This is an optimization exercise on Yosys and OpenROAD, whose aim is a short achievable clock period and few clock cycles per item, not a production implementation. In this exercise RTL edits were held to simulation tests only and were not proved equivalent to the original. In every run shown here, the design's own scripts or RTL, not TritonCTS, make the clock network. The clock input has no modelled driver; a real chip could not lean on it and would need a root buffer or a full tree. Power and IR drop assume default switching activity.

**flow/run.sh**
```bash
#!/bin/bash
# Standard ORFS layout with two changes:
#  - timing repair aims at a shorter period than the clock's (repair_timing's
#    setup margin, from flow/margin.txt);
#  - the clock tree is a balanced two-level buffer tree built by
#    flow/clock_tree.tcl in place of TritonCTS (hooked in as PRE_CTS_TCL).
# All make/OpenROAD output goes to make.log; ORFS keeps per-step logs under orfs/logs.
set -euo pipefail
HERE=$(pwd)
MARGIN=$(cat flow/margin.txt)
bash standard.sh SETUP_SLACK_MARGIN=$MARGIN PRE_CTS_TCL=$HERE/flow/clock_tree.tcl finish > make.log 2>&1
```
**flow/clock_tree.tcl**
```tcl
set ct_leaf_size [expr {[info exists ::env(CT_LEAF_SIZE)] ? $::env(CT_LEAF_SIZE) : 24}]
set ct_roots     [expr {[info exists ::env(CT_ROOTS)] ? $::env(CT_ROOTS) : 4}]
set ct_leaf_cell [expr {[info exists ::env(CT_LEAF_CELL)] ? $::env(CT_LEAF_CELL) : "sky130_fd_sc_hd__clkbuf_16"}]
set ct_root_cell [expr {[info exists ::env(CT_ROOT_CELL)] ? $::env(CT_ROOT_CELL) : "sky130_fd_sc_hd__buf_16"}]

proc ct_split {pts k} {
  # pts: list of {item x y}; returns k groups of nearly equal size.
  if {$k <= 1 || [llength $pts] <= 1} { return [list $pts] }
  set xs [lmap p $pts {lindex $p 1}]
  set ys [lmap p $pts {lindex $p 2}]
  set dx [expr {[tcl::mathfunc::max {*}$xs] - [tcl::mathfunc::min {*}$xs]}]
  set dy [expr {[tcl::mathfunc::max {*}$ys] - [tcl::mathfunc::min {*}$ys]}]
  set idx [expr {$dx >= $dy ? 1 : 2}]
  set sorted [lsort -real -index $idx $pts]
  set k1 [expr {$k / 2}]
  set k2 [expr {$k - $k1}]
  set n [llength $sorted]
  set n1 [expr {int(round(double($n) * $k1 / $k))}]
  set a [lrange $sorted 0 [expr {$n1 - 1}]]
  set b [lrange $sorted $n1 end]
  return [concat [ct_split $a $k1] [ct_split $b $k2]]
}

proc ct_centroid {grp} {
  set sx 0.0; set sy 0.0
  foreach p $grp { set sx [expr {$sx + [lindex $p 1]}]; set sy [expr {$sy + [lindex $p 2]}] }
  set n [llength $grp]
  return [list [expr {int($sx / $n)}] [expr {int($sy / $n)}]]
}

proc ct_place {inst xy} {
  set m [$inst getMaster]
  set x [expr {[lindex $xy 0] - [$m getWidth] / 2}]
  set y [expr {[lindex $xy 1] - [$m getHeight] / 2}]
  $inst setLocation $x $y
  $inst setPlacementStatus PLACED
}

set ct_block [ord::get_db_block]
set ct_db [ord::get_db]
set ct_port [$ct_block findBTerm clk]
set ct_net [$ct_port getNet]
set ct_leafm [$ct_db findMaster $ct_leaf_cell]
set ct_rootm [$ct_db findMaster $ct_root_cell]

set ct_sinks {}
foreach it [$ct_net getITerms] {
  set inst [$it getInst]
  lassign [$inst getLocation] x y
  set m [$inst getMaster]
  lappend ct_sinks [list $it [expr {$x + [$m getWidth] / 2}] [expr {$y + [$m getHeight] / 2}]]
}
set ct_n [llength $ct_sinks]
set ct_nleaf [expr {int(ceil(double($ct_n) / $ct_leaf_size))}]
if {$ct_nleaf < $ct_roots} { set ct_nleaf $ct_roots }
puts "clock_tree: $ct_n sinks, $ct_nleaf leaf buffers, $ct_roots root buffers"

# Leaf level.
set ct_leaves {}
set i 0
foreach grp [ct_split $ct_sinks $ct_nleaf] {
  set inst [odb::dbInst_create $ct_block $ct_leafm "clkleaf_$i"]
  set net [odb::dbNet_create $ct_block "clk_leaf_$i"]
  $net setSigType CLOCK
  [$inst findITerm X] connect $net
  foreach p $grp {
    set it [lindex $p 0]
    $it disconnect
    $it connect $net
  }
  set xy [ct_centroid $grp]
  ct_place $inst $xy
  lappend ct_leaves [list $inst {*}$xy]
  incr i
}

# Root level: the clock port drives the root buffers directly.
set i 0
foreach grp [ct_split $ct_leaves $ct_roots] {
  set inst [odb::dbInst_create $ct_block $ct_rootm "clkroot_$i"]
  set net [odb::dbNet_create $ct_block "clk_root_$i"]
  $net setSigType CLOCK
  [$inst findITerm A] connect $ct_net
  [$inst findITerm X] connect $net
  foreach p $grp {
    [[lindex $p 0] findITerm A] connect $net
  }
  ct_place $inst [ct_centroid $grp]
  incr i
}
$ct_net setSigType CLOCK

# Skip TritonCTS: the tree is built.
proc clock_tree_synthesis {args} { puts "clock_tree: TritonCTS skipped, tree built by clock_tree.tcl" }
set_propagated_clock [all_clocks]
```
**flow/margin.txt**
```
7.3
```
**standard.sh**
```bash
#!/bin/bash
# synth_recipe.tcl (not shown) runs the flow's synth.tcl, then flattens the netlist and writes it again
# the make line also repeats each setting of config.mk as NAME=value (left out here)
make -C /OpenROAD-flow-scripts/flow DESIGN_CONFIG=/design/flow/config.mk WORK_HOME=/design/flow/orfs CLKGATE_MAP_FILE= SYNTH_SCRIPT=/design/flow/synth_recipe.tcl "${@:-finish}"
```
**config.mk**
```make
export PLATFORM = sky130hd
export DESIGN_NAME = framebuffer_center_or_nn_scale_addr_top
export DESIGN_NICKNAME = framebuffer_center_or_nn_scale_addr_top
export VERILOG_FILES = /design/flow/design.v
export SDC_FILE = /design/flow/constraint.sdc
export NUM_CORES = 4
export LEC_CHECK = 0
export ABC_CLOCK_PERIOD_IN_PS = 2700
export CAP_MARGIN = 20
export CORE_MARGIN = 2
export CORE_UTILIZATION = 65
export SLEW_MARGIN = 20
```
**constraint.sdc**
```tcl
create_clock -name core_clock -period 10.0 [get_ports {clk}]
set_input_delay 2.0000 -clock core_clock [delete_from_list [all_inputs] [get_ports {clk}]]
set_output_delay 2.0000 -clock core_clock [all_outputs]
set_load 0.01 [all_outputs]
```
**design.v**
```verilog
package fbnn_pkg;
    localparam int unsigned FracBits = 16;
    localparam int unsigned DimW   = 10;
    localparam int unsigned IdxW   = 20;
    localparam int unsigned AccW   = 27;
    localparam int unsigned StepW  = 26;
    localparam int unsigned CountW = 30;
    localparam int unsigned FsizeW = 19;
    localparam int unsigned OffW   = 9;
    localparam int unsigned ModeW  = 3;
    localparam int unsigned PayW   = 1 + IdxW + IdxW + 1 + CountW + 1;
endpackage
import fbnn_pkg::*;
module fbnn_cfg #(
    parameter int unsigned MAX_CANVAS_DIM = 1024
) (
    input  logic                clk,
    input  logic                rst_n,
    input  logic                psel,
    input  logic                penable,
    input  logic                pwrite,
    input  logic [4:0]          paddr,
    input  logic [31:0]         pwdata,
    output logic [31:0]         prdata,
    output logic                cfg_ok,      
    output logic                close_evt,   
    output logic                clr_evt,     
    output logic                rej,
    output logic                fits,
    output logic [FsizeW-1:0]   fsize,
    output logic [DimW-1:0]     wlim1,
    output logic [DimW-1:0]     hlim1,
    output logic [DimW-1:0]     djump,
    output logic [IdxW-1:0]     drel0,
    output logic [IdxW-1:0]     srow0,
    output logic [AccW-1:0]     cstep_e,
    output logic [AccW-1:0]     cacc0,
    output logic [AccW-1:0]     rstep_e,
    output logic [AccW-1:0]     racc0,
    output logic [DimW-1:0]     wdim,
    output logic [DimW+1:0]     w3,
    output logic [DimW+2:0]     w5
);
    localparam int unsigned DimMax = MAX_CANVAS_DIM - 1;
    logic             enabled_reg;
    logic [ModeW-1:0] mode_reg;
    logic             pal_reg;
    logic [DimW-1:0]  width_reg;
    logic [DimW-1:0]  height_reg;
    logic [2:0]       idx;
    logic             wr;
    logic [DimW-1:0]  val;
    logic [ModeW-1:0] eff_old, effo_reg;
    logic             c1_reg, c2_reg;
    assign idx = paddr[4:2];
    assign wr  = psel && penable && pwrite;
    assign val = pwdata[DimW-1:0];
    assign eff_old = (mode_reg != '0) ? mode_reg : (pal_reg ? 3'd2 : 3'd0);
    assign clr_evt = c1_reg || (c2_reg && eff_old != effo_reg);
    always_ff @(posedge clk)
    begin
        effo_reg <= eff_old;
    end
    always_ff @(posedge clk or negedge rst_n)
    begin
        if (!rst_n)
        begin
            enabled_reg <= 1'b0;
            mode_reg    <= '0;
            pal_reg     <= 1'b0;
            width_reg   <= 10'd320;
            height_reg  <= 10'd240;
            close_evt   <= 1'b1;
            c1_reg      <= 1'b0;
            c2_reg      <= 1'b0;
        end
        else
        begin
            if (wr && idx == 3'd0) enabled_reg <= val[0];
            if (wr && idx == 3'd1) mode_reg    <= val[ModeW-1:0];
            if (wr && idx == 3'd2) pal_reg     <= val[0];
            if (wr && idx == 3'd3) width_reg   <= val;
            if (wr && idx == 3'd4) height_reg  <= val;
            close_evt <= wr && (idx <= 3'd4);
            c1_reg    <= wr && idx == 3'd0 && val[0] && !enabled_reg;
            c2_reg    <= wr && (idx == 3'd1 || idx == 3'd2) && enabled_reg;
        end
    end
    logic [DimW-1:0] rd_reg;
    always_ff @(posedge clk)
    begin
        case (idx)
            3'd0:    rd_reg <= {9'b0, enabled_reg};
            3'd1:    rd_reg <= {7'b0, mode_reg};
            3'd2:    rd_reg <= {9'b0, pal_reg};
            3'd3:    rd_reg <= width_reg;
            3'd4:    rd_reg <= height_reg;
            default: rd_reg <= '0;
        endcase
    end
    assign prdata = {22'b0, rd_reg};
    logic [DimW-1:0]   w_sat, h_sat, rw_c, rl_c;
    logic [FsizeW-1:0] fsize_c;
    assign w_sat = (32'(width_reg) > DimMax) ? DimW'(DimMax) : width_reg;
    assign h_sat = (32'(height_reg) > DimMax) ? DimW'(DimMax) : height_reg;
    always_comb
    begin
        case (eff_old)
            3'd0:    begin rw_c = 10'd320; rl_c = 10'd240; fsize_c = 19'd76800;  end
            3'd1:    begin rw_c = 10'd640; rl_c = 10'd480; fsize_c = 19'd307200; end
            3'd2:    begin rw_c = 10'd352; rl_c = 10'd288; fsize_c = 19'd101376; end
            3'd3:    begin rw_c = 10'd720; rl_c = 10'd480; fsize_c = 19'd345600; end
            3'd4:    begin rw_c = 10'd720; rl_c = 10'd576; fsize_c = 19'd414720; end
            3'd5:    begin rw_c = 10'd720; rl_c = 10'd480; fsize_c = 19'd345600; end
            3'd6:    begin rw_c = 10'd720; rl_c = 10'd576; fsize_c = 19'd414720; end
            default: begin rw_c = 10'd640; rl_c = 10'd480; fsize_c = 19'd307200; end
        endcase
    end
    logic [DimW-1:0] s1_w, s1_h, s1_rw, s1_rl;
    logic [OffW-1:0] s1_xo, s1_yo;
    logic            s1_fits;
    logic [DimW-1:0] dxc, dyc;
    assign dxc = rw_c - w_sat;
    assign dyc = rl_c - h_sat;
    always_ff @(posedge clk)
    begin
        s1_w    <= w_sat;
        s1_h    <= h_sat;
        s1_rw   <= rw_c;
        s1_rl   <= rl_c;
        s1_xo   <= dxc[DimW-1:1];
        s1_yo   <= dyc[DimW-1:1];
        s1_fits <= (w_sat <= rw_c) && (h_sat <= rl_c);
        rej     <= !enabled_reg || (w_sat < 10'd2) || (h_sat < 10'd2);
        fsize   <= fsize_c;
    end
    logic [18:0]     s2_pa;
    logic [15:0]     s2_pb;
    logic [OffW-1:0] s2_xo;
    always_ff @(posedge clk)
    begin
        fits   <= s1_fits;
        wdim   <= s1_w;
        w3     <= {2'b0, s1_w} + {1'b0, s1_w, 1'b0};
        w5     <= {3'b0, s1_w} + {1'b0, s1_w, 2'b0};
        wlim1  <= (s1_fits ? s1_w : s1_rw) - 1'b1;
        hlim1  <= (s1_fits ? s1_h : s1_rl) - 1'b1;
        djump  <= s1_fits ? (s1_rw - s1_w + 1'b1) : 10'd1;
        s2_pa  <= s1_rw[9] ? ({1'b0, s1_yo, 9'b0} + {3'b0, s1_yo, 7'b0})
                           : ({2'b0, s1_yo, 8'b0} + {4'b0, s1_yo, 6'b0});
        s2_pb  <= (s1_rw == 10'd720) ? ({1'b0, s1_yo, 6'b0} + {3'b0, s1_yo, 4'b0}) :
                  (s1_rw == 10'd352) ? {2'b0, s1_yo, 5'b0} : 16'b0;
        s2_xo  <= s1_xo;
    end
    logic [IdxW-1:0] s3_pab;
    logic [OffW-1:0] s3_xo;
    always_ff @(posedge clk)
    begin
        s3_pab <= IdxW'({1'b0, s2_pa} + {4'b0, s2_pb});
        s3_xo  <= s2_xo;
        drel0  <= fits ? (s3_pab + {11'b0, s3_xo}) : '0;
    end
    logic             div_go;
    logic [StepW-1:0] cq, rq;
    assign div_go = close_evt;
    fbnn_div u_div_c (
        .clk   (clk),
        .start (div_go),
        .num   (w_sat),
        .den   (rw_c),
        .quo   (cq)
    );
    fbnn_div u_div_r (
        .clk   (clk),
        .start (div_go),
        .num   (h_sat),
        .den   (rl_c),
        .quo   (rq)
    );
    always_ff @(posedge clk)
    begin
        cstep_e <= fits ? 27'h10000 : {1'b0, cq};
        cacc0   <= fits ? '0 : {2'b0, cq[StepW-1:1]};
        rstep_e <= {1'b0, rq};
        racc0   <= {2'b0, rq[StepW-1:1]};
        case (rq[18:17])
            2'd0:    srow0 <= '0;
            2'd1:    srow0 <= fits ? '0 : {10'b0, wdim};
            2'd2:    srow0 <= fits ? '0 : {9'b0, wdim, 1'b0};
            default: srow0 <= fits ? '0 : {8'b0, w3};
        endcase
    end
    localparam logic [2:0] CntFit = 3'd2;
    localparam logic [4:0] CntDiv = 5'd10;
    logic [2:0] fit_cnt;
    logic [4:0] div_cnt;
    always_ff @(posedge clk or negedge rst_n)
    begin
        if (!rst_n)
        begin
            fit_cnt <= CntFit;
            div_cnt <= CntDiv;
        end
        else if (close_evt)
        begin
            fit_cnt <= CntFit;
            div_cnt <= CntDiv;
        end
        else
        begin
            if (fit_cnt != '0) fit_cnt <= fit_cnt - 1'b1;
            if (div_cnt != '0) div_cnt <= div_cnt - 1'b1;
        end
    end
    assign cfg_ok = (fit_cnt == '0) && (fits || div_cnt == '0);
endmodule
import fbnn_pkg::*;
module fbnn_front #(
    parameter int unsigned Credits = 5
) (
    input  logic clk,
    input  logic rst_n,
    input  logic req_valid,
    output logic req_ready,
    input  logic buffer_select,
    input  logic block,       
    input  logic cfg_ok,      
    input  logic rsp_pop,     
    output logic a_valid,
    output logic a_bsel
);
    logic       ready_reg, ready_out;
    logic [Credits-1:0] th_reg, th_nx;
    logic       acc;
    assign req_ready = ready_out;
    assign acc       = req_valid && ready_reg;
    assign th_nx     = rsp_pop ? (acc ? th_reg : {1'b0, th_reg[Credits-1:1]})
                               : (acc ? {th_reg[Credits-2:0], 1'b1} : th_reg);
    always_ff @(posedge clk)
    begin
        a_bsel <= buffer_select;
    end
    always_ff @(posedge clk or negedge rst_n)
    begin
        if (!rst_n)
        begin
            ready_reg <= 1'b0;
            ready_out <= 1'b0;
            th_reg    <= '0;
            a_valid   <= 1'b0;
        end
        else
        begin
            a_valid <= acc;
            th_reg  <= th_nx;
            ready_reg <= (rsp_pop ? (!acc || !th_reg[Credits-1])
                                  : (acc ? !th_reg[Credits-2]
                                         : !(th_reg[Credits-1] && th_reg[Credits-2])))
                         && cfg_ok && !block;
            ready_out <= !th_nx[Credits-1] && cfg_ok && !block;
        end
    end
endmodule
import fbnn_pkg::*;
module fbnn_div (
    input  logic              clk,
    input  logic              start,
    input  logic [DimW-1:0]   num,
    input  logic [DimW-1:0]   den,
    output logic [StepW-1:0]  quo
);
    logic [3:0]        cnt_reg;
    logic [DimW-1:0]   rem_reg;
    logic [19:0]       sh_reg;      
    logic [DimW+1:0]   d1_reg, d2_reg, d3_reg;
    logic [DimW+1:0]   t;
    logic [DimW+2:0]   s1, s2, s3;
    logic [1:0]        qd;
    logic [DimW-1:0]   rn;
    assign t  = {rem_reg, sh_reg[19:18]};
    assign s1 = {1'b0, t} - {1'b0, d1_reg};
    assign s2 = {1'b0, t} - {1'b0, d2_reg};
    assign s3 = {1'b0, t} - {1'b0, d3_reg};
    always_comb
    begin
        if (!s3[DimW+2])
        begin
            qd = 2'd3;
            rn = s3[DimW-1:0];
        end
        else if (!s2[DimW+2])
        begin
            qd = 2'd2;
            rn = s2[DimW-1:0];
        end
        else if (!s1[DimW+2])
        begin
            qd = 2'd1;
            rn = s1[DimW-1:0];
        end
        else
        begin
            qd = 2'd0;
            rn = t[DimW-1:0];
        end
    end
    always_ff @(posedge clk)
    begin
        if (start)
        begin
            cnt_reg <= 4'd10;
            rem_reg <= {4'b0, num[9:4]};
            sh_reg  <= {num[3:0], 16'b0};
            d1_reg  <= {2'b0, den};
            d2_reg  <= {1'b0, den, 1'b0};
            d3_reg  <= {2'b0, den} + {1'b0, den, 1'b0};
        end
        else if (cnt_reg != 4'd0)
        begin
            cnt_reg <= cnt_reg - 1'b1;
            rem_reg <= rn;
            sh_reg  <= {sh_reg[17:0], qd};
        end
    end
    assign quo = {6'b0, sh_reg};
endmodule
import fbnn_pkg::*;
module fbnn_back #(
    parameter int unsigned QDepth = 5
) (
    input  logic                clk,
    input  logic                rst_n,
    input  logic                a_valid,
    input  logic                a_bsel,
    input  logic                close_evt,
    input  logic                clr_evt,
    input  logic                rej,
    input  logic                fits,
    input  logic [FsizeW-1:0]   fsize,
    input  logic [DimW-1:0]     wlim1,
    input  logic [DimW-1:0]     hlim1,
    input  logic [DimW-1:0]     djump,
    input  logic [IdxW-1:0]     drel0,
    input  logic [IdxW-1:0]     srow0,
    input  logic [AccW-1:0]     cstep_e,
    input  logic [AccW-1:0]     cacc0,
    input  logic [AccW-1:0]     rstep_e,
    input  logic [AccW-1:0]     racc0,
    input  logic [DimW-1:0]     wdim,
    input  logic [DimW+1:0]     w3,
    input  logic [DimW+2:0]     w5,
    output logic                rsp_valid,
    input  logic                rsp_ready,
    output logic                rsp_pop,
    output logic                status,
    output logic [19:0]         source_index,
    output logic [19:0]         dest_index,
    output logic                frame_last,
    output logic [31:0]         control_word
);
    logic               inf_reg;
    logic               lat_reg;
    logic [DimW-1:0]    rem_reg;      
    logic               eol_reg;      
    logic [DimW-1:0]    rrem_reg;     
    logic               lrow_reg;     
    logic [AccW-1:0]    cacc_reg;
    logic [AccW-1:0]    racc_reg;
    logic [IdxW-1:0]    srow_reg;     
    logic [IdxW-1:0]    drel_reg;     
    logic [CountW-1:0]  fc_reg;
    logic [FracBits:0]      p1_lo_reg;
    logic [AccW-FracBits-1:0] p1_hia_reg, p1_hib_reg;
    logic [AccW-1:0]        racc_nx_reg;
    logic [2:0]             p2_cur_reg;
    logic [2:0]             dlt_reg;
    logic [IdxW-1:0]        sinc_reg;
    logic               pix, last, lat_eff, start, adv;
    logic [CountW-1:0]  fc_inc;
    assign pix     = a_valid && !rej;
    assign last    = eol_reg && lrow_reg;
    assign lat_eff = inf_reg ? lat_reg : a_bsel;
    assign start   = (a_valid && (rej || last)) || (!inf_reg && !a_valid) || close_evt;
    assign adv     = pix && !last;
    assign fc_inc  = fc_reg + 1'b1;
    always_ff @(posedge clk)
    begin
        p1_lo_reg   <= {1'b0, racc_reg[FracBits-1:0]} + {1'b0, rstep_e[FracBits-1:0]};
        p1_hia_reg  <= racc_reg[AccW-1:FracBits];
        p1_hib_reg  <= rstep_e[AccW-1:FracBits];
        racc_nx_reg <= {p1_hia_reg + p1_hib_reg + {10'b0, p1_lo_reg[FracBits]},
                        p1_lo_reg[FracBits-1:0]};
        p2_cur_reg  <= p1_hia_reg[2:0];
        dlt_reg     <= racc_nx_reg[FracBits+2:FracBits] - p2_cur_reg;
        case (dlt_reg)
            3'd0:    sinc_reg <= '0;
            3'd1:    sinc_reg <= {10'b0, wdim};
            3'd2:    sinc_reg <= {9'b0, wdim, 1'b0};
            3'd3:    sinc_reg <= {8'b0, w3};
            3'd4:    sinc_reg <= {8'b0, wdim, 2'b0};
            default: sinc_reg <= {7'b0, w5};
        endcase
        if (fits)
        begin
            sinc_reg <= {10'b0, wdim};
        end
    end
    always_ff @(posedge clk)
    begin
        if (start)
        begin
            rem_reg  <= wlim1;
            eol_reg  <= 1'b0;
            rrem_reg <= hlim1;
            lrow_reg <= 1'b0;
            cacc_reg <= cacc0;
            racc_reg <= racc0;
            srow_reg <= srow0;
            drel_reg <= drel0;
        end
        else if (adv)
        begin
            if (eol_reg)
            begin
                rem_reg  <= wlim1;
                eol_reg  <= 1'b0;
                rrem_reg <= rrem_reg - 1'b1;
                lrow_reg <= (rrem_reg == 10'd1);
                cacc_reg <= cacc0;
                racc_reg <= racc_nx_reg;
                srow_reg <= srow_reg + sinc_reg;
                drel_reg <= drel_reg + {10'b0, djump};
            end
            else
            begin
                rem_reg  <= rem_reg - 1'b1;
                eol_reg  <= (rem_reg == 10'd1);
                cacc_reg <= cacc_reg + cstep_e;
                drel_reg <= drel_reg + 1'b1;
            end
        end
        if (pix)
        begin
            lat_reg <= lat_eff;
        end
    end
    always_ff @(posedge clk or negedge rst_n)
    begin
        if (!rst_n)
        begin
            inf_reg <= 1'b0;
            fc_reg  <= '0;
        end
        else
        begin
            if (close_evt || (a_valid && (rej || last)))
            begin
                inf_reg <= 1'b0;
            end
            else if (pix)
            begin
                inf_reg <= 1'b1;
            end
            if (clr_evt)
            begin
                fc_reg <= '0;
            end
            else if (pix && last)
            begin
                fc_reg <= fc_inc;
            end
        end
    end
    logic               r_valid;
    logic               r_rej;
    logic [IdxW-1:0]    r_srow;
    logic [DimW:0]      r_col;
    logic [IdxW-1:0]    r_drel;
    logic               r_hi;         
    logic               r_last;
    logic [CountW:0]    r_ctrl;       
    always_ff @(posedge clk)
    begin
        r_rej  <= rej;
        r_srow <= srow_reg;
        r_col  <= cacc_reg[AccW-1:FracBits];
        r_drel <= drel_reg;
        r_hi   <= lat_eff;
        r_last <= last;
        r_ctrl <= last ? {fc_inc, lat_eff} : '0;
    end
    always_ff @(posedge clk or negedge rst_n)
    begin
        if (!rst_n)
        begin
            r_valid <= 1'b0;
        end
        else
        begin
            r_valid <= a_valid;
        end
    end
    logic [PayW-1:0] res;
    logic [IdxW-1:0] src_c, dst_c;
    assign src_c = r_srow + {9'b0, r_col};
    assign dst_c = r_drel + (r_hi ? {1'b0, fsize} : 20'b0);
    always_comb
    begin
        if (r_rej)
        begin
            res = {1'b1, {(PayW-1){1'b0}}};
        end
        else
        begin
            res = {1'b0, src_c, dst_c, r_last, r_ctrl};
        end
    end
    logic [PayW-1:0] q_mem [0:QDepth-1];
    logic [2:0]      wp_reg, rp_reg;
    logic [QDepth-1:0] qth_reg;    
    logic            ov_reg, ov_out;
    logic [PayW-1:0] o_reg;
    logic            pop;
    logic [2:0]      wp_p1, rp1_reg;
    logic [PayW-1:0] head0, head1, headp;
    assign wp_p1   = (wp_reg == 3'(QDepth - 1)) ? 3'd0 : wp_reg + 1'b1;
    assign pop     = ov_reg && rsp_ready;
    assign rsp_pop = pop;
    assign head0   = q_mem[rp_reg];
    assign head1   = q_mem[rp1_reg];
    assign headp   = ov_reg ? head1 : head0;
    always_ff @(posedge clk)
    begin
        if (r_valid)
        begin
            q_mem[wp_reg] <= res;
        end
        o_reg <= rsp_ready ? headp : head0;
    end
    always_ff @(posedge clk or negedge rst_n)
    begin
        if (!rst_n)
        begin
            wp_reg <= '0;
            rp_reg <= '0;
            rp1_reg <= 3'd1;
            qth_reg <= '0;
            ov_reg <= 1'b0;
            ov_out <= 1'b0;
        end
        else
        begin
            if (r_valid)
            begin
                wp_reg <= wp_p1;
            end
            if (pop)
            begin
                rp_reg  <= rp1_reg;
                rp1_reg <= (rp1_reg == 3'(QDepth - 1)) ? 3'd0 : rp1_reg + 1'b1;
            end
            qth_reg <= pop ? (r_valid ? qth_reg : {1'b0, qth_reg[QDepth-1:1]})
                           : (r_valid ? {qth_reg[QDepth-2:0], 1'b1} : qth_reg);
            ov_reg <= pop ? qth_reg[1] : qth_reg[0];
            ov_out <= qth_reg[1] || (qth_reg[0] && !pop);
        end
    end
    assign rsp_valid    = ov_out;
    assign status       = o_reg[PayW-1];
    assign source_index = o_reg[PayW-2 -: IdxW];
    assign dest_index   = o_reg[PayW-2-IdxW -: IdxW];
    assign frame_last   = o_reg[CountW+1];
    assign control_word = {o_reg[CountW:1], 1'b0, o_reg[0]};
endmodule
import fbnn_pkg::*;
module framebuffer_center_or_nn_scale_addr_top #(
    parameter int unsigned MAX_CANVAS_DIM = 1024
) (
    input  logic        clk,
    input  logic        rst_n,
    input  logic        psel,
    input  logic        penable,
    input  logic        pwrite,
    input  logic [4:0]  paddr,
    input  logic [31:0] pwdata,
    output logic [31:0] prdata,
    output logic        pready,
    input  logic        req_valid,
    output logic        req_ready,
    input  logic        buffer_select,
    output logic        rsp_valid,
    input  logic        rsp_ready,
    output logic        status,
    output logic [19:0] source_index,
    output logic [19:0] dest_index,
    output logic        frame_last,
    output logic [31:0] control_word
);
    logic               cfg_ok, close_evt, clr_evt, rej, fits;
    logic [FsizeW-1:0]  fsize;
    logic [DimW-1:0]    wlim1, hlim1, djump, wdim;
    logic [DimW+1:0]    w3;
    logic [DimW+2:0]    w5;
    logic [IdxW-1:0]    drel0, srow0;
    logic [AccW-1:0]    cstep_e, cacc0, rstep_e, racc0;
    logic               a_valid, a_bsel, rsp_pop;
    assign pready = 1'b1;
    fbnn_cfg #(
        .MAX_CANVAS_DIM(MAX_CANVAS_DIM)
    ) u_cfg (
        .clk       (clk),
        .rst_n     (rst_n),
        .psel      (psel),
        .penable   (penable),
        .pwrite    (pwrite),
        .paddr     (paddr),
        .pwdata    (pwdata),
        .prdata    (prdata),
        .cfg_ok    (cfg_ok),
        .close_evt (close_evt),
        .clr_evt   (clr_evt),
        .rej       (rej),
        .fits      (fits),
        .fsize     (fsize),
        .wlim1     (wlim1),
        .hlim1     (hlim1),
        .djump     (djump),
        .drel0     (drel0),
        .srow0     (srow0),
        .cstep_e   (cstep_e),
        .cacc0     (cacc0),
        .rstep_e   (rstep_e),
        .racc0     (racc0),
        .wdim      (wdim),
        .w3        (w3),
        .w5        (w5)
    );
    fbnn_front u_front (
        .clk           (clk),
        .rst_n         (rst_n),
        .req_valid     (req_valid),
        .req_ready     (req_ready),
        .buffer_select (buffer_select),
        .block         ((psel && pwrite) || close_evt),
        .cfg_ok        (cfg_ok),
        .rsp_pop       (rsp_pop),
        .a_valid       (a_valid),
        .a_bsel        (a_bsel)
    );
    fbnn_back u_back (
        .clk          (clk),
        .rst_n        (rst_n),
        .a_valid      (a_valid),
        .a_bsel       (a_bsel),
        .close_evt    (close_evt),
        .clr_evt      (clr_evt),
        .rej          (rej),
        .fits         (fits),
        .fsize        (fsize),
        .wlim1        (wlim1),
        .hlim1        (hlim1),
        .djump        (djump),
        .drel0        (drel0),
        .srow0        (srow0),
        .cstep_e      (cstep_e),
        .cacc0        (cacc0),
        .rstep_e      (rstep_e),
        .racc0        (racc0),
        .wdim         (wdim),
        .w3           (w3),
        .w5           (w5),
        .rsp_valid    (rsp_valid),
        .rsp_ready    (rsp_ready),
        .rsp_pop      (rsp_pop),
        .status       (status),
        .source_index (source_index),
        .dest_index   (dest_index),
        .frame_last   (frame_last),
        .control_word (control_word)
    );
endmodule
```
==> qor.json, run 1 <==
{
  "min_period_over_period": {"value": 29.5, "unit": "%"},
  "timing_max_transition_violations_final": {"value": 0},
  "post_synth_instance_area": {"value": 49500, "unit": "sq um"},
  "arrival": {"value": 0.95, "unit": "ns"},
  "synth_compound_area_share": {"value": 9.58, "unit": "%"},
  "post_synthesis_mux_area_share": {"value": 8.05, "unit": "%"},
  "nets": {"value": 4533},
  "critical_path_buf_inv_count": {"value": 1},
  "post-route-drc-count": {"value": 0},
  "route.layer.met1.wl": {"value": 48.9, "unit": "mm"},
  "vias_per_cell": {"value": 5.97},
  "power_density": {"value": 288, "unit": "nW/um^2"},
  "max_cap_viol_count": {"value": 0},
  "io_buffers": {"value": 105},
  "synthAdderAreaFrac": {"value": 5.89, "unit": "%"},
  "first_global_vias": {"value": 30400},
  "number_of_iterations_in_the_first_detailed_routing_pass": {"value": 5},
  "finalClockSkew": {"value": 0.0198, "unit": "ns"},
  "core_area": {"value": 75700, "unit": "sq um"},
  "post_route_cells_drive_above_1_share": {"value": 16.1, "unit": "%"},
  "finalWirelength": {"value": 109, "unit": "mm"},
  "floorplan.initialDensity": {"value": 65.4, "unit": "%"},
  "max_slew_margin": {"value": 26.2, "unit": "%"},
  "basic_gate_share_of_the_synthesized_area_counting_and_or_nand_and_nor_cells": {"value": 11.5, "unit": "%"},
  "timing_worst_slew_pin_value": {"value": 1.11, "unit": "ns"},
  "synthCells": {"value": 4177},
  "cts.hold.buffers_added": {"value": 0},
  "leakagePower": {"value": 21.1, "unit": "nW"},
  "crit_path_max_incr_delay": {"value": 0.40, "unit": "ns"},
  "floorplan_die_height": {"value": 280, "unit": "microns"},
  "filler_cell_count": {"value": 5352},
  "rsz0062_at_grt": {"value": "yes"},
  "synth_top_flop_cell": {"value": "sky130_fd_sc_hd__dfxtp_1"},
  "detail_route.wl_per_cell": {"value": 20.7, "unit": "microns"},
  "crit_path_start_kind": {"value": "flop"},
  "place.detailed.hpwl": {"value": 68.7, "unit": "mm"},
  "total_routing_usage_gr": {"value": 27.4, "unit": "%"},
  "row_count": {"value": 101},
  "async_flop_share": {"value": 8.03, "unit": "%"},
  "die_width": {"value": 280, "unit": "microns"},
  "max-vdd-ir-drop": {"value": 0.000191, "unit": "V"},
  "synth_edf_count": {"value": 516},
  "globalRouteOverflowTotal": {"value": 0},
  "synth-seq-cells": {"value": 1146},
  "gp_routability_congestion": {"value": 0.852},
  "antenna_violations_before_repair": {"value": 3},
  "clk_pin_slew": {"value": 0.09, "unit": "ns"},
  "synth.yosys.seq_area_share": {"value": 57.8, "unit": "%"},
  "final.setup.worst_slack": {"value": 7.05, "unit": "ns"},
  "fmaxAchievable": {"value": 339, "unit": "MHz"},
  "largest_register_ffs": {"value": 365},
  "crit_slowest_cell": {"value": "sky130_fd_sc_hd__dfrtp_1"},
  "setup_total_negative_slack": {"value": 0, "unit": "ns"},
  "ant_nets": {"value": 0},
  "grt_max_degree": {"value": 79},
  "vias": {"value": 31300},
  "final_setup_violation_count": {"value": 0},
  "ys.warnings.count": {"value": 4},
  "synth_top_family_by_area": {"value": "simple AND/OR/NAND/NOR gates"},
  "timing.critical_path.required": {"value": 8.00, "unit": "ns"},
  "area_share_of_xor_xnor_cells_in_the_synthesized_design": {"value": 4.16, "unit": "%"},
  "areaGrowthSynthToFinish": {"value": 9.84, "unit": "%"},
  "worst_skew_late_latency": {"value": 0.42, "unit": "ns"},
  "io_pins": {"value": 154},
  "synth.distinct_cells": {"value": 82},
  "endpoint_kind": {"value": "output pin"},
  "routed.top_layer": {"value": "met4"},
  "layout.cells.most_common_list": {"value": "sky130_fd_sc_hd__edfxtp_1 (516), sky130_fd_sc_hd__dfxtp_1 (476), sky130_fd_sc_hd__nor2_1 (381)"},
  "critPathTopFamily": {"value": "flip-flops"},
  "synth_area_per_cell": {"value": 11.8, "unit": "sq um"},
  "timing_hold_violations_final": {"value": 0},
  "met3WireLength": {"value": 4.92, "unit": "mm"},
  "setup.worst_path.class": {"value": "reg -> out"},
  "crit_chain": {"value": "buf_2"},
  "grt_first_pass_wirelength": {"value": 170, "unit": "mm"},
  "die_area": {"value": 78400, "unit": "sq um"},
  "timing.hold.worst.class": {"value": "reg -> reg"},
  "cp_max_fo": {"value": 1},
  "met2_wirelength": {"value": 53.0, "unit": "mm"},
  "first_iter_violations": {"value": 2320},
  "post-place-ws": {"value": 5.05, "unit": "ns"},
  "finalWorstPathRequiredPeriod": {"value": 2.95, "unit": "ns"},
  "mostFrequentLayoutCell": {"value": "sky130_fd_sc_hd__edfxtp_1"},
  "outcome": {"value": "no timing/DRC/antenna violations"}
}
-- cell usage after synthesis (21+ instances only) --
master / number / share of area (%)
sky130_fd_sc_hd__dfxtp_1: 538 / 22
sky130_fd_sc_hd__edfxtp_1: 516 / 31
sky130_fd_sc_hd__nor2_1: 391 / 3.0
sky130_fd_sc_hd__nand2_1: 371 / 2.8
sky130_fd_sc_hd__o21ai_0: 241 / 2.4
sky130_fd_sc_hd__ha_1: 201 / 5.1
sky130_fd_sc_hd__a21oi_1: 180 / 1.8
sky130_fd_sc_hd__inv_1: 165 / 1.3
sky130_fd_sc_hd__clkbuf_1: 154 / 1.2
sky130_fd_sc_hd__mux4_2: 146 / 6.6
sky130_fd_sc_hd__xnor2_1: 137 / 2.4
sky130_fd_sc_hd__nor2b_1: 108 / 1.4
sky130_fd_sc_hd__xor2_1: 98 / 1.7
sky130_fd_sc_hd__o22ai_1: 82 / 1.0
sky130_fd_sc_hd__dfrtp_1: 81 / 4.1
sky130_fd_sc_hd__nor3_1: 64 / 0.65
sky130_fd_sc_hd__and2_1: 53 / 0.67
sky130_fd_sc_hd__nand3_1: 49 / 0.50
sky130_fd_sc_hd__a21o_1: 44 / 0.67
sky130_fd_sc_hd__mux2_2: 44 / 1.0
sky130_fd_sc_hd__or3_1: 42 / 0.53
sky130_fd_sc_hd__nand2b_1: 32 / 0.40
sky130_fd_sc_hd__a31oi_1: 31 / 0.39
sky130_fd_sc_hd__buf_4: 24 / 0.36
sky130_fd_sc_hd__a211oi_1: 23 / 0.35
sky130_fd_sc_hd__a22o_1: 21 / 0.37
sky130_fd_sc_hd__and3_1: 21 / 0.27
sky130_fd_sc_hd__o21a_1: 21 / 0.32
-- kinds of logic after synthesis --
logic type,count (synthesis)
AO/OA/AOI/OAI,770
XOR/XNOR,235
adder cells (fa/ha/maj),221
buffers and inverters,371
flip-flops,1146
multiplexers,210
other,2
AND/OR/NAND/NOR,1222
-- what timing repair did --
item / 4_1_cts / 5_1_grt
cloned: 9 / 2
buffers inserted: 28 / 40
setup endpoints to repair: 615 / 462
pin swaps: 22 / 30
resized for setup: 571 / 92
-- area by class of cell --
type,count,area [sq um],area share (%)
diodes,1,2.50,0.00460
plain buffers,52,1310,2.41
inverters,166,631,1.16
multi-input cells,2689,20400,37.6
flip-flops and latches,1146,28700,52.8
well taps,978,1220,2.25
repair buffers,212,2060,3.79
-- final timing paths --
path / slack (ns) / from / cells past startpoint / endpoint
max: 7.05 / u_back.ov_out / 1 / rsp_valid
min: 0.33 / u_cfg.s1_xo[6] / 0 / u_cfg.s2_xo[6]
max reg2reg: 7.35 / u_back.r_hi / 10 / u_back.q_mem[4][51]
min reg2reg: 0.33 / u_cfg.s1_xo[6] / 0 / u_cfg.s2_xo[6]
max in group asynchronous: 7.46 / rst_n / 2 / u_back.rp_reg[1]
min in group asynchronous: 1.51 / rst_n / 1 / u_cfg.width_reg[3]
-- metrics by stage --
step | util, % | total power, W | area, sq um | cells | hold WS [ns]
final | 71.8 | 0.0157 | 54400 | 5244 | 0.326
after global placement | 68.3 | 0.0129 | 51700 | 5112 | 0.310
after detailed placement | 68.3 | 0.0130 | 51700 | 5112 | 0.312
after CTS | 70.9 | 0.0155 | 53700 | 5201 | 0.328
after floorplan | - | 0.0114 | 50300 | 4200 | 0.310
after global routing | 71.8 | 0.0167 | 54400 | 5243 | 0.330
-- where the power goes --
part	leakage [nW]	switching (W)	internal, W	total [W]
Sequential	10.7	0.000940	0.00623	0.00717
Clock	0.642	0.00132	0.000947	0.00227
Combinational	9.82	0.00330	0.00292	0.00621
-- routing by layer --
metal | vias up | track usage (%)
met3 | 108 | 1.99
li1 | 15100 | -
met4 | 0 | 4.48
met2 | 716 | 46.9
met1 | 15500 | 39.5
met5 | - | 0
Testbench counts, summed over its fixed seeds: cycles 694,532, items 693,268.
==> inputs of run 2 (changes only) <==
==> flow/run.sh (replaced) <==
#!/bin/bash
# Standard ORFS layout with these changes:
#  - timing repair aims at a shorter period than the clock's (repair_timing's
#    setup margin, from flow/margin.txt);
#  - before clock tree synthesis, each flip-flop that only drives an output
#    port's buffer is moved next to that buffer (flow/io_pull.tcl);
#  - the clock tree is a balanced two-level buffer tree built by
#    flow/clock_tree.tcl in place of TritonCTS.
# Both scripts run in the CTS step through its PRE_CTS_TCL hook (pre_cts.tcl).
# All make/OpenROAD output goes to make.log; ORFS keeps per-step logs under orfs/logs.
set -euo pipefail
HERE=$(pwd)
MARGIN=$(cat flow/margin.txt)
bash standard.sh SETUP_SLACK_MARGIN=$MARGIN PRE_CTS_TCL=$HERE/flow/pre_cts.tcl finish > make.log 2>&1
==> flow/io_pull.tcl (new file) <==
# Move each flip-flop that drives an output port's buffer (and nothing else)
# next to that buffer, so the flip-flop's output wire is short; the buffer
# then drives the wire to the pin. Detailed placement legalizes afterwards.
set iop_block [ord::get_db_block]
set iop_core [$iop_block getCoreArea]
set iop_cx [expr {([$iop_core xMin] + [$iop_core xMax]) / 2}]
set iop_cy [expr {([$iop_core yMin] + [$iop_core yMax]) / 2}]
set iop_moved 0
foreach bterm [$iop_block getBTerms] {
  if {[$bterm getIoType] ne "OUTPUT"} { continue }
  set net [$bterm getNet]
  if {$net eq "NULL"} { continue }
  set buf ""
  foreach it [$net getITerms] { if {[$it isOutputSignal]} { set buf [$it getInst] } }
  if {$buf eq ""} { continue }
  set bin ""
  foreach it [$buf getITerms] { if {[$it isInputSignal]} { set bin $it } }
  if {$bin eq ""} { continue }
  set n2 [$bin getNet]
  if {$n2 eq "NULL"} { continue }
  set drv ""; set nl 0
  foreach it [$n2 getITerms] { if {[$it isOutputSignal]} { set drv [$it getInst] } else { incr nl } }
  if {$drv eq "" || $nl != 1} { continue }
  if {![string match "*__df*" [[$drv getMaster] getName]]} { continue }
  lassign [$buf getLocation] bx by
  set w [[$drv getMaster] getWidth]
  set x [expr {$bx < $iop_cx ? $bx + [[$buf getMaster] getWidth] : $bx - $w}]
  $drv setLocation $x $by
  incr iop_moved
}
puts "io_pull: moved $iop_moved output flip-flops next to their port buffers"
==> flow/pre_cts.tcl (new file) <==
# Hook for the CTS step: place output flip-flops, then build the clock tree.
set pre_cts_dir [file dirname [info script]]
source [file join $pre_cts_dir io_pull.tcl]
source [file join $pre_cts_dir clock_tree.tcl]
==> qor.json, run 2 <==
{
  "timing.critical_path.required": {"value": 8.00, "unit": "ns"},
  "timing.hold.worst.class": {"value": "reg -> reg"},
  "areaGrowthSynthToFinish": {"value": 11.0, "unit": "%"},
  "holdWs": {"value": 0.325, "unit": "ns"},
  "finalWirelength": {"value": 111, "unit": "mm"},
  "io_pins": {"value": 154},
  "synth_top_flop_cell": {"value": "sky130_fd_sc_hd__dfxtp_1"},
  "final_setup_violation_count": {"value": 0},
  "synth_area_per_cell": {"value": 11.8, "unit": "sq um"},
  "cp_max_fo": {"value": 1},
  "async_flop_share": {"value": 8.03, "unit": "%"},
  "leakagePower": {"value": 21.3, "unit": "nW"},
  "timing_worst_slew_pin_value": {"value": 1.08, "unit": "ns"},
  "post-route-drc-count": {"value": 0},
  "fmaxAchievable": {"value": 346, "unit": "MHz"},
  "arrival": {"value": 0.89, "unit": "ns"},
  "layout.cells.most_common_list": {"value": "sky130_fd_sc_hd__edfxtp_1 (516), sky130_fd_sc_hd__dfxtp_1 (500), sky130_fd_sc_hd__nand2_1 (360)"},
  "synth.distinct_cells": {"value": 82},
  "crit_path_start_kind": {"value": "flop"},
  "synth-seq-cells": {"value": 1146},
  "post-place-cells": {"value": 5112},
  "r2r_slack": {"value": 7.37, "unit": "ns"},
  "number_of_iterations_in_the_first_detailed_routing_pass": {"value": 5},
  "synthCells": {"value": 4177},
  "power_density": {"value": 290, "unit": "nW/um^2"},
  "yosys.cell_count.top_type": {"value": "sky130_fd_sc_hd__dfxtp_1"},
  "critPathTopFamily": {"value": "flip-flops"},
  "final-instance-count-excl-fill": {"value": 5259},
  "grt_max_degree": {"value": 79},
  "post_route_cells_drive_above_1_share": {"value": 17.4, "unit": "%"},
  "rsz0062_at_grt": {"value": "yes"},
  "netlist.top_cell.by_area": {"value": "sky130_fd_sc_hd__edfxtp_1"},
  "globalRouteOverflowTotal": {"value": 0},
  "synth.yosys.seq_area_share": {"value": 57.8, "unit": "%"},
  "max-vdd-ir-drop": {"value": 0.000192, "unit": "V"},
  "ant_nets": {"value": 0},
  "critical_path_depth": {"value": 1},
  "min_period_over_period": {"value": 28.9, "unit": "%"},
  "critical_path.reg2reg.endpoint": {"value": "u_back.q_mem[4][51]"},
  "place.detailed.hpwl": {"value": 68.7, "unit": "mm"},
  "grt_first_pass_wirelength": {"value": 172, "unit": "mm"},
  "synth_top_cells_by_area": {"value": "sky130_fd_sc_hd__edfxtp_1 (31%), sky130_fd_sc_hd__dfxtp_1 (22%), sky130_fd_sc_hd__mux4_2 (6.6%)"},
  "gp_routability_congestion": {"value": 0.852},
  "timing.rr.start": {"value": "u_back.r_hi"},
  "detail_route.wl_per_cell": {"value": 21.2, "unit": "microns"},
  "worst_skew_late_latency": {"value": 0.42, "unit": "ns"},
  "first_global_vias": {"value": 30600},
  "max_slew_margin": {"value": 28.1, "unit": "%"},
  "mostFrequentLayoutCell": {"value": "sky130_fd_sc_hd__edfxtp_1"},
  "endpoint_kind": {"value": "output pin"},
  "crit_chain": {"value": "buf_6"},
  "post-route-util": {"value": 72.6, "unit": "%"},
  "outcome": {"value": "no timing/DRC/antenna violations"},
  "worst_r2r_path_depth": {"value": 10},
  "core_area": {"value": 75700, "unit": "sq um"},
  "setup.worst_path.class": {"value": "reg -> out"},
  "timing_max_transition_violations_final": {"value": 0},
  "floorplan_die_height": {"value": 280, "unit": "microns"},
  "cts.hold.buffers_added": {"value": 0},
  "row_count": {"value": 101},
  "critical_path_buf_inv_count": {"value": 1},
  "crit_path_max_incr_delay": {"value": 0.38, "unit": "ns"},
  "finalWorstPathRequiredPeriod": {"value": 2.89, "unit": "ns"},
  "finalClockSkew": {"value": 0.0238, "unit": "ns"},
  "synthTopCellsByCount": {"value": "sky130_fd_sc_hd__dfxtp_1 (538), sky130_fd_sc_hd__edfxtp_1 (516), sky130_fd_sc_hd__nor2_1 (391)"},
  "largest_register_ffs": {"value": 365},
  "setup.worst_path.end": {"value": "req_ready"},
  "timing_hold_violations_final": {"value": 0},
  "io_buffers": {"value": 105},
  "post_synth_instance_area": {"value": 49500, "unit": "sq um"},
  "die_area": {"value": 78400, "unit": "sq um"},
  "final.setup.worst_slack": {"value": 7.11, "unit": "ns"},
  "vias": {"value": 31700},
  "ys.warnings.count": {"value": 4},
  "max_cap_viol_count": {"value": 0},
  "die_width": {"value": 280, "unit": "microns"},
  "first_iter_violations": {"value": 2160},
  "antenna_violations_before_repair": {"value": 4},
  "setup_total_negative_slack": {"value": 0, "unit": "ns"},
  "crit_slowest_cell": {"value": "sky130_fd_sc_hd__dfrtp_1"},
  "floorplan.initialDensity": {"value": 65.4, "unit": "%"},
  "synth_edf_count": {"value": 516},
  "total_routing_usage_gr": {"value": 28.0, "unit": "%"},
  "nets": {"value": 4548},
  "crit_path_start": {"value": "u_front.ready_out"},
  "vias_per_cell": {"value": 6.02},
  "post-place-ws": {"value": 5.05, "unit": "ns"},
  "synthDominantCellAreaShare": {"value": 31.3, "unit": "%"},
  "clk_pin_slew": {"value": 0.09, "unit": "ns"}
}
==> run 2: cell counts after synthesis <==
Identical to the previous run, type by type.
==> run 2: routing by layer <==
metal	wire, microns	global-route usage [%]
met3	5930	2.94
met4	2810	6.16
met2	53900	47.3
met1	48800	39.6
met5	0	0
==> run 2: how the worst min path moves through the flow <==
stage / start / endpoint / slack, ns / cells after the start
finish: u_cfg.s1_xo[6] / u_cfg.s2_xo[6] / 0.32 / 0
CTS: u_cfg.s1_xo[2] / u_cfg.s2_xo[2] / 0.33 / 0
global route: u_cfg.s1_xo[2] / u_cfg.s2_xo[2] / 0.33 / 0
global placement: u_back.p1_lo_reg[5] / u_back.racc_nx_reg[5] / 0.31 / 0
floorplan: u_back.p1_lo_reg[0] / u_back.racc_nx_reg[0] / 0.31 / 0
detailed placement: u_cfg.s1_xo[2] / u_cfg.s2_xo[2] / 0.31 / 0
==> run 2: kinds of logic (layout without fill, tap and decap cells) <==
family                     Yosys count  count (layout)  synth area share (%)
other                                2              26                0.0152
xor gates and xnor gates           235             235                  4.16
and+or+nand+nor                   1222            1227                  11.5
adders and majority gates          221             221                  5.89
DFF                               1146            1146                  57.8
muxes                              210             210                  8.05
AOI/OAI and AO/OA                  770             771                  9.58
buffers and inverters              371             445                  3.01
==> run 2: area by class of cell <==
class,count,area [sq um]
Buffer,52,1310
Antenna cell,1,2.50
Multi-Input combinational cell,2689,20900
Inverter,166,631
Timing Repair Buffer,227,2260
Fill cell,5258,20700
Tap cell,978,1220
Sequential cell,1146,28700
==> run 2: through the flow <==
step | area, sq um | power, W
6_report | 54900 | 0.0160
5_1_grt | 54900 | 0.0170
4_1_cts | 53900 | 0.0157
3_5_place_dp | 51700 | 0.0130
3_3_place_gp | 51700 | 0.0129
2_1_floorplan | 50300 | 0.0114
==> run 2: where the power goes <==
part	leakage, nW	switching, W	internal [W]	total, W
clock network	0.642	0.00132	0.000947	0.00227
logic	9.97	0.00353	0.00306	0.00659
registers	10.7	0.000888	0.00621	0.00710
==> run 2: repair_timing <==
| item | in CTS | in global routing |
|---|---|---|
| gates resized for setup | 542 | 183 |
| buffers inserted | 41 | 36 |
| pin swaps | 39 | 52 |
| cloned | 14 | 3 |
| setup endpoints to repair | 617 | 475 |
==> inputs of run 3 (changes only) <==
--- a/design.v
+++ b/design.v
@@ -86,19 +86,17 @@
             c2_reg    <= wr && (idx == 3'd1 || idx == 3'd2) && enabled_reg;
         end
     end
-    logic [DimW-1:0] rd_reg;
-    always_ff @(posedge clk)
+    always_comb
     begin
         case (idx)
-            3'd0:    rd_reg <= {9'b0, enabled_reg};
-            3'd1:    rd_reg <= {7'b0, mode_reg};
-            3'd2:    rd_reg <= {9'b0, pal_reg};
-            3'd3:    rd_reg <= width_reg;
-            3'd4:    rd_reg <= height_reg;
-            default: rd_reg <= '0;
+            3'd0:    prdata = {31'b0, enabled_reg};
+            3'd1:    prdata = {29'b0, mode_reg};
+            3'd2:    prdata = {31'b0, pal_reg};
+            3'd3:    prdata = {22'b0, width_reg};
+            3'd4:    prdata = {22'b0, height_reg};
+            default: prdata = '0;
         endcase
     end
-    assign prdata = {22'b0, rd_reg};
     logic [DimW-1:0]   w_sat, h_sat, rw_c, rl_c;
     logic [FsizeW-1:0] fsize_c;
     assign w_sat = (32'(width_reg) > DimMax) ? DimW'(DimMax) : width_reg;
==> flow/margin.txt (replaced) <==
5.6
==> qor.json, run 3 <==
{
  "outcome": {"value": "no timing/DRC/antenna violations"},
  "synth_compound_area_share": {"value": 9.47, "unit": "%"},
  "die_area": {"value": 78200, "unit": "sq um"},
  "row_count": {"value": 101},
  "cts.hold.buffers_added": {"value": 0},
  "leakagePower": {"value": 20.4, "unit": "nW"},
  "ant_nets": {"value": 0},
  "timing.critical_path.required": {"value": 8.00, "unit": "ns"},
  "timing.hold.worst.class": {"value": "reg -> reg"},
  "synth_top_cells_by_area": {"value": "sky130_fd_sc_hd__edfxtp_1 (31%), sky130_fd_sc_hd__dfxtp_1 (21%), sky130_fd_sc_hd__mux4_2 (6.7%)"},
  "finalWorstPathRequiredPeriod": {"value": 4.76, "unit": "ns"},
  "synthTopCellsByCount": {"value": "sky130_fd_sc_hd__dfxtp_1 (528), sky130_fd_sc_hd__edfxtp_1 (516), sky130_fd_sc_hd__nor2_1 (393)"},
  "endpoint_kind": {"value": "output pin"},
  "vias": {"value": 30400},
  "synthCells": {"value": 4158},
  "synthAdderAreaFrac": {"value": 5.90, "unit": "%"},
  "synth.yosys.seq_area_share": {"value": 57.5, "unit": "%"},
  "post_synthesis_mux_area_share": {"value": 8.05, "unit": "%"},
  "min_period_over_period": {"value": 47.6, "unit": "%"},
  "crit_path_max_incr_delay": {"value": 0.29, "unit": "ns"},
  "share_clk_of_total_power": {"value": 15.0, "unit": "%"},
  "floorplan_die_height": {"value": 280, "unit": "microns"},
  "place.detailed.hpwl": {"value": 67.8, "unit": "mm"},
  "max_slew_margin": {"value": 27.9, "unit": "%"},
  "netlist.top_cell.by_area": {"value": "sky130_fd_sc_hd__edfxtp_1"},
  "worst_r2r_path_depth": {"value": 10},
  "finalClockSkew": {"value": 0.0153, "unit": "ns"},
  "async_flop_share": {"value": 8.10, "unit": "%"},
  "setup.worst_path.class": {"value": "in -> out"},
  "total_routing_usage_gr": {"value": 26.0, "unit": "%"},
  "cp_max_fo": {"value": 5},
  "max-vdd-ir-drop": {"value": 0.000257, "unit": "V"},
  "timing_worst_slew_pin_value": {"value": 1.08, "unit": "ns"},
  "rsz0062_at_grt": {"value": "yes"},
  "area_share_of_xor_xnor_cells_in_the_synthesized_design": {"value": 4.36, "unit": "%"},
  "synth_area_per_cell": {"value": 11.9, "unit": "sq um"},
  "clk_pin_slew": {"value": 0.09, "unit": "ns"},
  "gp_routability_congestion": {"value": 0.861},
  "post-route-drc-count": {"value": 0},
  "grt_max_degree": {"value": 100},
  "first_global_vias": {"value": 29600},
  "crit_path_start_kind": {"value": "primary input"},
  "final_setup_violation_count": {"value": 0},
  "basic_gate_share_of_the_synthesized_area_counting_and_or_nand_and_nor_cells": {"value": 11.7, "unit": "%"},
  "io_pins": {"value": 154},
  "largest_register_ffs": {"value": 365},
  "post_route_cells_drive_above_1_share": {"value": 8.93, "unit": "%"},
  "stdcell_area": {"value": 52600, "unit": "sq um"},
  "synth.distinct_cells": {"value": 102},
  "first_iter_violations": {"value": 2191},
  "antenna_violations_before_repair": {"value": 3},
  "die_width": {"value": 280, "unit": "microns"},
  "io_buffers": {"value": 105},
  "yosys.cell_count.top_type": {"value": "sky130_fd_sc_hd__dfxtp_1"},
  "net-switching-power": {"value": 0.00527, "unit": "W"},
  "synth_top_family_by_area": {"value": "simple AND/OR/NAND/NOR gates"},
  "power_density": {"value": 286, "unit": "nW/um^2"},
  "fmaxAchievable": {"value": 210, "unit": "MHz"},
  "areaGrowthSynthToFinish": {"value": 6.42, "unit": "%"},
  "power_switching_share": {"value": 35.1, "unit": "%"},
  "finalWirelength": {"value": 102, "unit": "mm"},
  "synth-seq-cells": {"value": 1136},
  "placed_area": {"value": 51200, "unit": "sq um"},
  "synth_edf_count": {"value": 516},
  "setup_total_negative_slack": {"value": 0, "unit": "ns"},
  "post_synth_instance_area": {"value": 49400, "unit": "sq um"},
  "core_area": {"value": 75600, "unit": "sq um"},
  "worst_hold_path.num_cells": {"value": 0},
  "crit_slowest_cell": {"value": "sky130_fd_sc_hd__mux2_4"},
  "globalRouteOverflowTotal": {"value": 0},
  "grt_first_pass_wirelength": {"value": 163, "unit": "mm"},
  "arrival": {"value": 2.76, "unit": "ns"},
  "max_cap_viol_count": {"value": 0},
  "timing_hold_violations_final": {"value": 0},
  "mostFrequentLayoutCell": {"value": "sky130_fd_sc_hd__dfxtp_1"},
  "share_of_power_burned_in_combinational_logic": {"value": 38.1, "unit": "%"},
  "synth_top_flop_cell": {"value": "sky130_fd_sc_hd__dfxtp_1"},
  "nets": {"value": 4435},
  "vias_per_cell": {"value": 5.91},
  "power.sequential.fraction": {"value": 46.9, "unit": "%"},
  "timing_max_transition_violations_final": {"value": 0},
  "floorplan.initialDensity": {"value": 65.4, "unit": "%"},
  "worst_skew_late_latency": {"value": 0.41, "unit": "ns"},
  "cell_internal_pwr": {"value": 0.00976, "unit": "W"},
  "number_of_iterations_in_the_first_detailed_routing_pass": {"value": 5},
  "ys.warnings.count": {"value": 4},
  "synthDominantCellAreaShare": {"value": 31.4, "unit": "%"},
  "layout.cells.most_common_list": {"value": "sky130_fd_sc_hd__dfxtp_1 (525), sky130_fd_sc_hd__edfxtp_1 (516), sky130_fd_sc_hd__nor2_1 (390)"},
  "crit_chain": {"value": "buf_12 > mux2_4 > o21ai_2 > o22ai_2 > buf_2"},
  "detail_route.wl_per_cell": {"value": 19.8, "unit": "microns"}
}
-- run 3: cell types whose count changed after synthesis, sizes merged, moves of 4 or more --
cell   delta
a21oi     -4
a31oi     -9
a41o      -4
dfxtp    -10
nand2    +12
nand4     -8
o21ai     -8
o31ai     +4
or3      -10
or4       +4
xnor2     +5
xor2      +6
-- run 3: what timing repair did --
item / CTS / global route
endpoints found under the setup margin: 65 / 10
resized for setup: 73 / 4
buffers inserted: 2 / 0
pin swaps: 10 / 2
cloned: 2 / 0
-- run 3: worst max-delay path, delay by kind of cell --
kind,cells,cell delay (ns)
AOI/OAI and AO/OA,2,0.21
muxes,1,0.29
buffers and inverters,2,0.26
-- run 3: power by group through the flow --
stage / clock [W] / combinational (W) / sequential (W)
after floorplan: 0 / 0.00445 / 0.00674
after global placement: 0 / 0.00556 / 0.00718
after detailed placement: 0 / 0.00566 / 0.00720
after CTS: 0.00230 / 0.00576 / 0.00706
after global routing: 0.00245 / 0.00642 / 0.00719
final: 0.00225 / 0.00572 / 0.00705
-- run 3: stage by stage --
step           utilization (%)  total power, W  hold slack (ns)  setup slack (ns)  instances
4_1_cts                   69.5          0.0151            0.333              5.24       5145
3_5_place_dp              67.7          0.0129            0.312              4.07       5089
2_1_floorplan                -          0.0112            0.310              5.33       4181
6_report                  69.6          0.0150            0.326              5.24       5146
3_3_place_gp              67.7          0.0127            0.310              4.07       5089
5_1_grt                   69.6          0.0161            0.339              5.21       5145
-- run 3: cells by family after synthesis --
| family | Yosys count |
|---|---|
| AOI/OAI and AO/OA | 755 |
| buffers and inverters | 368 |
| and+or+nand+nor | 1221 |
| xor gates and xnor gates | 246 |
| other | 2 |
| adders and majority gates | 221 |
| DFF | 1136 |
| muxes | 209 |
-- run 3: cell type report --
cell class	count	area, sq um
Inverter	162	608
Fill cell	5531	23000
Antenna cell	1	2.50
Multi-Input combinational cell	2677	19700
Buffer	52	1310
Tap cell	978	1220
Timing Repair Buffer	140	1320
Sequential cell	1136	28400
-- run 3: worst paths after layout --
| kind | from | end | slack [ns] |
|---|---|---|---|
| max | paddr[3] | prdata[0] | 5.24 |
| min | u_back.p1_lo_reg[4] | u_back.racc_nx_reg[4] | 0.33 |
| max reg2reg | u_cfg.mode_reg[0] | u_cfg.s1_fits | 6.49 |
| min reg2reg | u_back.p1_lo_reg[4] | u_back.racc_nx_reg[4] | 0.33 |
| max in group asynchronous | rst_n | u_back.rp1_reg[1] | 7.19 |
| min in group asynchronous | rst_n | u_cfg.div_cnt[0] | 1.55 |
-- run 3: layer usage --
layer  GRT usage (%)  part of all wire, %
met5               0                0.011
met4            5.24                  2.2
met3            2.11                  4.7
met2            44.1                   48
met1            37.3                   45
Testbench counts of run 3, summed over its fixed seeds: cycles 694,532, items 693,268.

==> static timing again, ports no longer ideal <==
How much do the figures lean on ideal ports? The routed layouts below were timed once more, with nothing changed but the port constraints. Step 1 assumes that a clkbuf_16 drives the clock port and a buf_2 every other input. Step 2 also shifts input and output timing later by t, the mid clock arrival at the registers, as if the neighbouring blocks saw the same clock. Slacks: ideal / step 1 / step 2; pairs: ideal / step 1.
run	t (ns)	setup slack, ns	worst hold slack (ns)
run 1	0.568	7.047 / 6.888 / 6.857	0.326 / 0.326 / 0.326
run 2	0.565	7.106 / 6.945 / 6.770	0.325 / 0.325 / 0.325
run 3	0.555	5.240 / 5.171 / 5.171	0.326 / 0.326 / 0.326
After both steps setup and hold are still met in every run listed. The setup slack of run 2, which loses most, moves by -0.161 ns with the drivers and by -0.336 ns with both steps.
